What follows belongs to an exercise in optimizing a design on an open flow for small area; a production flow would make more cautious choices. The RTL was checked by simulation tests, not by an equivalence proof against the original design. No activity file was given, so power comes from the tool's default toggle rates.

Design frame_processor_top, start of the top module:
module frame_processor_top (
    input  logic                    clk,
    input  logic                    rst_n,
    input  logic                    i_valid_1,
    output logic                    o_ready_1,
    input  logic [1:0]              i_frame_type,
    input  logic [24-1:0]  i_frame_psn,
    input  logic [256-1:0] i_frame_data,
    output logic                    o_valid_2,
    input  logic                    i_ready_2,
    output logic [24-1:0]  o_frame_psn_2,
    output logic [1:0]              o_frame_type_2,
    output logic [256-1:0] o_frame_data_2,
    output logic                    o_valid_3,
    input  logic                    i_ready_3,
    output logic [24-1:0]  o_frame_psn_3,
    output logic [1:0]              o_frame_type_3,
    output logic [256-1:0] o_frame_data_3,
    output logic                    o_valid_4,
    input  logic                    i_ready_4,
    output logic [24-1:0]  o_frame_psn_4,
    output logic [1:0]              o_frame_type_4
);
Size in the first run: ~3000 cells after synthesis, about 1200 flip-flops, about 46000 sq um of cells after synthesis.
==> flow/config.mk <==
export PLATFORM = sky130hd
export DESIGN_NAME = frame_processor_top
export DESIGN_NICKNAME = frame_processor_top
export VERILOG_FILES = /design/flow/design.v
export SDC_FILE = /design/flow/constraint.sdc
export NUM_CORES = 4
export LEC_CHECK = 0
export CAP_MARGIN = 20
export CORE_MARGIN = 2
export CORE_UTILIZATION = 40
export SLEW_MARGIN = 20
==> flow/constraint.sdc <==
create_clock -name core_clock -period 5.0 [get_ports {clk}]
set_input_delay 1.0000 -clock core_clock [delete_from_list [all_inputs] [get_ports {clk}]]
set_output_delay 1.0000 -clock core_clock [all_outputs]
set_load 0.01 [all_outputs]
standard.sh (not shown) runs the stock make flow with config.mk's settings and CLKGATE_MAP_FILE= SYNTH_SCRIPT=/design/flow/synth_recipe.tcl, a recipe that flattens the netlist after the stock synthesis.
==> flow/flow/run.sh <==
#!/bin/bash
# Standard layout with three changes: the port buffers use the smallest
# buffer cell; clock tree synthesis uses clkbuf_4 clusters without dummy
# loads; and the constant-0 output ports share a few tie cells (flow/ties.tcl,
# run at the end of floorplan) instead of one tie cell per port.
set -euo pipefail
here=$(pwd)
bash standard.sh finish \
  "BUFFER_PORTS_ARGS=-buffer_cell sky130_fd_sc_hd__buf_1" \
  "CTS_ARGS=-sink_clustering_enable -repair_clock_nets -buf_list sky130_fd_sc_hd__clkbuf_4 -sink_clustering_size 10 -sink_clustering_max_diameter 40 -dont_use_dummy_load" \
  "SKIP_REPAIR_TIE_FANOUT=1" \
  "POST_FLOORPLAN_TCL=$here/flow/ties.tcl" \
  > make_finish.log 2>&1
Other scripts of this flow, unchanged in this note and not shown: flow/flow/ties.tcl
Then changed:
--- a/flow/design.v
+++ b/flow/design.v
@@ -182,51 +182,55 @@
         end else if (fire) begin
             drain_oh <= {drain_oh[NL-2:0], drain_oh[NL-1]};
             if (cur_good) out_psn <= out_psn + 1'b1;
         end
     end
     logic [PW+1:0] rpt_in;
     logic [PW+1:0] q0, q1, q2, q3;
-    logic [PW+1:0] rpt, rpt_d;
-    logic [3:0]    wr_oh;
-    logic [3:0]    rd_oh;
+    logic [PW+1:0] head;
+    logic [PW+1:0] rpt;
+    logic [1:0]    wr_ptr;
+    logic [1:0]    rd_ptr;
     logic [2:0]    count;
     logic [2:0]    rstate;    
     logic          do_pop;
     assign rpt_in   = {cur_good ? out_psn : cur_data[PW-1:0], cur_type};
     assign rpt_full = count[2];
     assign do_pop   = (rstate == 3'd0) && (count != 3'd0);
-    assign rpt_d = ({(PW+2){!do_pop}} & rpt)
-                 | ({(PW+2){do_pop && rd_oh[0]}} & q0)
-                 | ({(PW+2){do_pop && rd_oh[1]}} & q1)
-                 | ({(PW+2){do_pop && rd_oh[2]}} & q2)
-                 | ({(PW+2){do_pop && rd_oh[3]}} & q3);
+    always_comb begin
+        case (rd_ptr)
+            2'd0:    head = q0;
+            2'd1:    head = q1;
+            2'd2:    head = q2;
+            default: head = q3;
+        endcase
+    end
     always_ff @(posedge clk) begin
-        if (fire && wr_oh[0]) q0 <= rpt_in;
-        if (fire && wr_oh[1]) q1 <= rpt_in;
-        if (fire && wr_oh[2]) q2 <= rpt_in;
-        if (fire && wr_oh[3]) q3 <= rpt_in;
-        rpt <= rpt_d;
-    end
-    always_ff @(posedge clk or negedge rst_n) begin
-        if (!rst_n) begin
-            wr_oh  <= 4'b0001;
-            rd_oh  <= 4'b0001;
+        if (fire && wr_ptr == 2'd0) q0 <= rpt_in;
+        if (fire && wr_ptr == 2'd1) q1 <= rpt_in;
+        if (fire && wr_ptr == 2'd2) q2 <= rpt_in;
+        if (fire && wr_ptr == 2'd3) q3 <= rpt_in;
+        if (do_pop) rpt <= head;
+    end
+    always_ff @(posedge clk or negedge rst_n) begin
+        if (!rst_n) begin
+            wr_ptr <= '0;
+            rd_ptr <= '0;
             count  <= '0;
             rstate <= '0;
         end else begin
-            if (fire)   wr_oh <= {wr_oh[2:0], wr_oh[3]};
-            if (do_pop) rd_oh <= {rd_oh[2:0], rd_oh[3]};
+            if (fire)   wr_ptr <= wr_ptr + 1'b1;
+            if (do_pop) rd_ptr <= rd_ptr + 1'b1;
             case ({fire, do_pop})
                 2'b10:   count <= count + 1'b1;
                 2'b01:   count <= count - 1'b1;
                 default: count <= count;
             endcase
             if (do_pop) begin
-                rstate <= {1'b1, rpt_d[1:0]};
+                rstate <= {1'b1, head[1:0]};
             end else if (rstate > 3'd1) begin
                 rstate <= rstate - 3'd1;
             end else if (rstate == 3'd1 && i_ready_4) begin
                 rstate <= '0;
             end
         end
     end
What happened: The changed run went through all stages and came out clean; count of clock-buffer cells in the layout shrinks by 4; design area shrinks by a few percent; synthesized area grows slightly; routed wire length stays flat; sequential power barely changes; final cell count shrinks slightly; critical path depth grows by 1; total power stays flat; global-route usage shrinks by 0.24 points.

[re-timing with driven ports]
Ports are ideal in the flow. The routed layouts listed here were re-timed in OpenROAD. Step 1 sets driving cells, clkbuf_16 on the clock port and buf_2 on the other inputs (assumed; they add their load-dependent delay and slew). Step 2 moves the port delays by t, midway between the first and last clock arrival at a register: inputs arrive t later, outputs are due t later. That takes back most of the time a late clock gives input paths. a / b / c = ideal / step 1 / step 2; a / b = the first two.
| run | t, ns | setup slack, ns | clock arrival spread, ns |
|---|---|---|---|
| the first run | 1.088 | 0.495 / 0.495 / 0.495 | 0.171 / 0.170 |
| the second run | 1.054 | 0.437 / 0.437 / 0.437 | 0.175 / 0.175 |
After both steps setup and hold are still met in every run listed.
